This design comes from an exercise in tuning for small area, a short achievable clock period and few clock cycles per item on the open sky130 flow, not from production work.
The RTL was checked by simulation tests, not by an equivalence proof against the original design.

==> run a <==
// iir_chan_sched
module iir_chan_sched #(
    parameter int                 NCH   = 4,
    parameter int                 SHIFT = 27,
    parameter logic signed [31:0] B1    = 32'sd25109419,
    parameter logic signed [31:0] B2    = 32'sd0,
    parameter logic signed [31:0] B3    = -32'sd25109419,
    parameter logic signed [31:0] A2    = -32'sd187539761,
    parameter logic signed [31:0] A3    = 32'sd83998890,
    localparam int                CW    = $clog2(NCH)
) (
    input  logic                 clk_i,
    input  logic                 reset_i,
    input  logic                 clr_valid_i,
    input  logic [CW-1:0]        clr_ch_i,
    input  logic                 in_valid_i,
    output logic                 in_ready_o,
    input  logic signed [31:0]   in_x_i,
    input  logic [CW-1:0]        in_ch_i,
    output logic                 out_valid_o,
    input  logic                 out_ready_i,
    output logic signed [31:0]   out_y_o,
    output logic [CW-1:0]        out_ch_o
);
==> flow/config.mk <==
export PLATFORM = sky130hd
export DESIGN_NAME = iir_chan_sched
export DESIGN_NICKNAME = iir_chan_sched
export VERILOG_FILES = /design/flow/design.v
export SDC_FILE = /design/flow/constraint.sdc
export NUM_CORES = 4
export LEC_CHECK = 0
export CAP_MARGIN = 20
export CORE_MARGIN = 2
export CORE_UTILIZATION = 45
export CTS_CLUSTER_DIAMETER = 100
export CTS_CLUSTER_SIZE = 24
export SLEW_MARGIN = 20
export SYNTH_HIERARCHICAL = 1
==> flow/constraint.sdc <==
create_clock -name core_clock -period 14.0 [get_ports {clk_i}]
set_input_delay 2.8000 -clock core_clock [delete_from_list [all_inputs] [get_ports {clk_i}]]
set_output_delay 2.8000 -clock core_clock [all_outputs]
set_load 0.01 [all_outputs]
standard.sh (not shown) runs the stock make flow with config.mk's settings and CLKGATE_MAP_FILE= SYNTH_SCRIPT=/design/flow/synth_recipe.tcl, a recipe that flattens the netlist after the stock synthesis.
==> flow/flow/run.sh <==
#!/bin/bash
set -o pipefail
bash standard.sh SETUP_SLACK_MARGIN=10.0 TNS_END_PERCENT=5 \
  "BUFFER_PORTS_ARGS=-buffer_cell sky130_fd_sc_hd__buf_4" finish 2>&1 | tee standard_run.log
==> run b: changes against run a <==
--- a/flow/design.v
+++ b/flow/design.v
@@ -42,17 +42,26 @@
     assign take_s = in_valid_i & in_ready_q & ~clr_req;
     assign take_c = clr_req & in_ready_q;
     assign disp   = hv_q & (hch_q == ph_q) & (hclr_q | (cnt_q != 2'(CAP)));
     assign hold   = hv_q & ~disp;
     assign hv_d   = hold | take_s | take_c;
     assign hclr_d = hold ? hclr_q : clr_req;
     assign hch_d  = hold ? hch_q : (clr_req ? clr_ch : in_ch_i);
-    assign cnt_d  = cnt_q + 2'(disp & ~hclr_q) - 2'(pop);
+    logic       inc, full_np;
+    assign inc     = disp & ~hclr_q;
+    assign full_np = inc ? (cnt_q == 2'(CAP - 1)) : (cnt_q == 2'(CAP));
+    always_comb begin
+        case ({inc, pop})
+            2'b10:   cnt_d = cnt_q + 2'd1;
+            2'b01:   cnt_d = cnt_q - 2'd1;
+            default: cnt_d = cnt_q;
+        endcase
+    end
     assign ph_n   = ph_q + 2'd1;
-    assign sp_n   = (cnt_d != 2'(CAP));
+    assign sp_n   = pop | ~full_np;
     always_comb begin
         if (hold)
             rdy_d = (hch_q == ph_n) & (hclr_q | sp_n);
         else if (clr_req)
             rdy_d = (clr_ch == ph_n);
         else if (in_valid_i)
             rdy_d = (in_ch_i == ph_n) & sp_n;
@@ -938,31 +947,35 @@
     iir_add59   u_adds2 (.a(t2a_q), .b(t2b_q), .s(s2n));
     assign y = acc_hi;
     logic [2:0]  ov_q;
     logic [33:0] oe_q [3];
     logic [2:0]  ov_d;
     logic [33:0] oe_d [3];
     assign pop = ov_q[0] & out_ready_i;
-    logic [2:0] ysel;
     always_comb begin
         if (pop) begin
             ov_d    = {1'b0, ov_q[2:1]};
             oe_d[0] = oe_q[1];
             oe_d[1] = oe_q[2];
             oe_d[2] = oe_q[2];
         end else begin
             ov_d    = ov_q;
             oe_d[0] = oe_q[0];
             oe_d[1] = oe_q[1];
             oe_d[2] = oe_q[2];
         end
-        ysel[0] = vb_q & ~ov_d[0];
-        ysel[1] = vb_q & ov_d[0] & ~ov_d[1];
-        ysel[2] = vb_q & ov_d[1];
-        ov_d    = ov_d | ysel;
+        if (vb_q) begin
+            if (!ov_d[0]) begin
+                ov_d[0] = 1'b1; oe_d[0] = {chb_q, y};
+            end else if (!ov_d[1]) begin
+                ov_d[1] = 1'b1; oe_d[1] = {chb_q, y};
+            end else begin
+                ov_d[2] = 1'b1; oe_d[2] = {chb_q, y};
+            end
+        end
     end
     always_ff @(posedge clk_i or posedge reset_i) begin
         if (reset_i) begin
             ph_q       <= 2'd3;
             hv_q       <= 1'b0;
             in_ready_q <= 1'b1;
             cnt_q      <= '0;
@@ -1011,17 +1024,17 @@
         s1_q[1] <= ve_q ? s1n : (ce_q | z_q[0]) ? OFF1 : s1_q[0];
         s1_q[2] <= vb_q ? pc : s1_q[1];
         s1_q[3] <= s1_q[2];
         s2_q[0] <= s2_q[3];
         s2_q[1] <= ve_q ? s2n : (ce_q | z_q[0]) ? OFF2 : s2_q[0];
         s2_q[2] <= s2_q[1];
         s2_q[3] <= s2_q[2];
-        oe_q[0] <= ysel[0] ? {chb_q, y} : oe_d[0];
-        oe_q[1] <= ysel[1] ? {chb_q, y} : oe_d[1];
-        oe_q[2] <= ysel[2] ? {chb_q, y} : oe_d[2];
+        oe_q[0] <= oe_d[0];
+        oe_q[1] <= oe_d[1];
+        oe_q[2] <= oe_d[2];
     end
     assign in_ready_o  = in_ready_q;
     assign out_valid_o = ov_q[0];
     assign out_y_o     = oe_q[0][31:0];
     assign out_ch_o    = oe_q[0][33:32];
 endmodule
 module iir_fa (
==> flow/flow/run.sh (replaced) <==
#!/bin/bash
set -o pipefail
bash standard.sh SETUP_SLACK_MARGIN=9.8 TNS_END_PERCENT=5 \
  "BUFFER_PORTS_ARGS=-buffer_cell sky130_fd_sc_hd__buf_4" finish 2>&1 | tee standard_run.log
==> run c: changes against run a <==
--- a/flow/design.v
+++ b/flow/design.v
@@ -42,17 +42,26 @@
     assign take_s = in_valid_i & in_ready_q & ~clr_req;
     assign take_c = clr_req & in_ready_q;
     assign disp   = hv_q & (hch_q == ph_q) & (hclr_q | (cnt_q != 2'(CAP)));
     assign hold   = hv_q & ~disp;
     assign hv_d   = hold | take_s | take_c;
     assign hclr_d = hold ? hclr_q : clr_req;
     assign hch_d  = hold ? hch_q : (clr_req ? clr_ch : in_ch_i);
-    assign cnt_d  = cnt_q + 2'(disp & ~hclr_q) - 2'(pop);
+    logic       inc, full_np;
+    assign inc     = disp & ~hclr_q;
+    assign full_np = inc ? (cnt_q == 2'(CAP - 1)) : (cnt_q == 2'(CAP));
+    always_comb begin
+        case ({inc, pop})
+            2'b10:   cnt_d = cnt_q + 2'd1;
+            2'b01:   cnt_d = cnt_q - 2'd1;
+            default: cnt_d = cnt_q;
+        endcase
+    end
     assign ph_n   = ph_q + 2'd1;
-    assign sp_n   = (cnt_d != 2'(CAP));
+    assign sp_n   = pop | ~full_np;
     always_comb begin
         if (hold)
             rdy_d = (hch_q == ph_n) & (hclr_q | sp_n);
         else if (clr_req)
             rdy_d = (clr_ch == ph_n);
         else if (in_valid_i)
             rdy_d = (in_ch_i == ph_n) & sp_n;
@@ -938,31 +947,35 @@
     iir_add59   u_adds2 (.a(t2a_q), .b(t2b_q), .s(s2n));
     assign y = acc_hi;
     logic [2:0]  ov_q;
     logic [33:0] oe_q [3];
     logic [2:0]  ov_d;
     logic [33:0] oe_d [3];
     assign pop = ov_q[0] & out_ready_i;
-    logic [2:0] ysel;
     always_comb begin
         if (pop) begin
             ov_d    = {1'b0, ov_q[2:1]};
             oe_d[0] = oe_q[1];
             oe_d[1] = oe_q[2];
             oe_d[2] = oe_q[2];
         end else begin
             ov_d    = ov_q;
             oe_d[0] = oe_q[0];
             oe_d[1] = oe_q[1];
             oe_d[2] = oe_q[2];
         end
-        ysel[0] = vb_q & ~ov_d[0];
-        ysel[1] = vb_q & ov_d[0] & ~ov_d[1];
-        ysel[2] = vb_q & ov_d[1];
-        ov_d    = ov_d | ysel;
+        if (vb_q) begin
+            if (!ov_d[0]) begin
+                ov_d[0] = 1'b1; oe_d[0] = {chb_q, y};
+            end else if (!ov_d[1]) begin
+                ov_d[1] = 1'b1; oe_d[1] = {chb_q, y};
+            end else begin
+                ov_d[2] = 1'b1; oe_d[2] = {chb_q, y};
+            end
+        end
     end
     always_ff @(posedge clk_i or posedge reset_i) begin
         if (reset_i) begin
             ph_q       <= 2'd3;
             hv_q       <= 1'b0;
             in_ready_q <= 1'b1;
             cnt_q      <= '0;
@@ -1011,17 +1024,17 @@
         s1_q[1] <= ve_q ? s1n : (ce_q | z_q[0]) ? OFF1 : s1_q[0];
         s1_q[2] <= vb_q ? pc : s1_q[1];
         s1_q[3] <= s1_q[2];
         s2_q[0] <= s2_q[3];
         s2_q[1] <= ve_q ? s2n : (ce_q | z_q[0]) ? OFF2 : s2_q[0];
         s2_q[2] <= s2_q[1];
         s2_q[3] <= s2_q[2];
-        oe_q[0] <= ysel[0] ? {chb_q, y} : oe_d[0];
-        oe_q[1] <= ysel[1] ? {chb_q, y} : oe_d[1];
-        oe_q[2] <= ysel[2] ? {chb_q, y} : oe_d[2];
+        oe_q[0] <= oe_d[0];
+        oe_q[1] <= oe_d[1];
+        oe_q[2] <= oe_d[2];
     end
     assign in_ready_o  = in_ready_q;
     assign out_valid_o = ov_q[0];
     assign out_y_o     = oe_q[0][31:0];
     assign out_ch_o    = oe_q[0][33:32];
 endmodule
 module iir_fa (
==> flow/flow/run.sh (replaced) <==
#!/bin/bash
set -o pipefail
bash standard.sh SETUP_SLACK_MARGIN=9.9 TNS_END_PERCENT=5 \
  "BUFFER_PORTS_ARGS=-buffer_cell sky130_fd_sc_hd__buf_4" finish 2>&1 | tee standard_run.log
Settings changed: CORE_UTILIZATION 45 to 55.
==> comparison <==
Global-route usage: run c > run b > run a.
Clock-buffer cell count: run c > run a > run b.
Run a completed without violations. Run c finished with timing, DRC and antenna clean. Run b passed the timing, design-rule and antenna checks.
Against run c, the design area of run a is larger by about 1.5%.
Synthesized cell count: run c is larger than run a (about 4%).
The highest non-clock buffer count belongs to run a, the lowest to run b.
==> figures <==
metric	run a	run b	run c
Ratio of layout area to synthesized area	1.0810x	1.0797x	1.0718x
Routed vias	27.69k	28.89k	28.30k
Sequential share of the synthesized area	44.21%	43.18%	43.18%
Initial Util	45.35%	45.24%	55.37%
Share of layout cells above drive strength 1	9.362%	6.950%	6.961%
Pre-CTS worst setup slack	8.857 ns	9.056 ns	9.240 ns
Result of the run	complete, no violations	complete, no violations	complete, no violations
Number of violations reported at the end of detailed-routing iteration 0	2016	2309	1901
N_taps	1512	1512	1254
Final period demand of the worst path	4.134 ns	4.186 ns	4.125 ns
Clock transition at the registers of the reported paths	0.10 ns	0.10 ns	0.09 ns
Synth Area in XOR/XNOR	3.306%	3.332%	3.332%
DRT met1 WL	62280 microns	59030 microns	60630 microns
Die footprint	118000 sq um	117200 sq um	96140 sq um
Util after Layout	49.02%	48.85%	59.35%
Testbench counts of run a, summed over its fixed seeds: cycles 3,224, items 3,200.
Testbench counts of run b, summed over its fixed seeds: cycles 3,224, items 3,200.
Testbench counts of run c, summed over its fixed seeds: cycles 3,224, items 3,200.

==> afterwards: timing with drivers on the ports <==
The results above use ideal ports. As a check the final layouts listed here were re-extracted and re-timed, cells and wires unchanged.
Step 1, drivers: a clkbuf_16 drives clk_i and a buf_2 each remaining input, both assumed.
Step 2 times the ports against the registers' clock, not the clock port: input delays grow and output delays shrink by t, the midpoint of the rising clock arrivals with the driver on.
Slacks: ideal ports / drivers / drivers and shift; pairs: ideal ports / drivers.
| run | t, ns | setup WS [ns] | worst slew at a driven data input, ns | cell pins on the clock port's net |
|---|---|---|---|---|
| run a | 0.736 | 9.866 / 9.800 / 9.223 | 0.06 | 1 |
| run b | 0.738 | 9.814 / 9.744 / 9.357 | 0.07 | 1 |
| run c | 0.746 | 9.875 / 9.804 / 9.248 | 0.06 | 1 |
After both steps every run listed still meets setup and hold. The setup slack of run a, which loses most, moves by -0.066 ns with the drivers and by -0.643 ns with both steps.
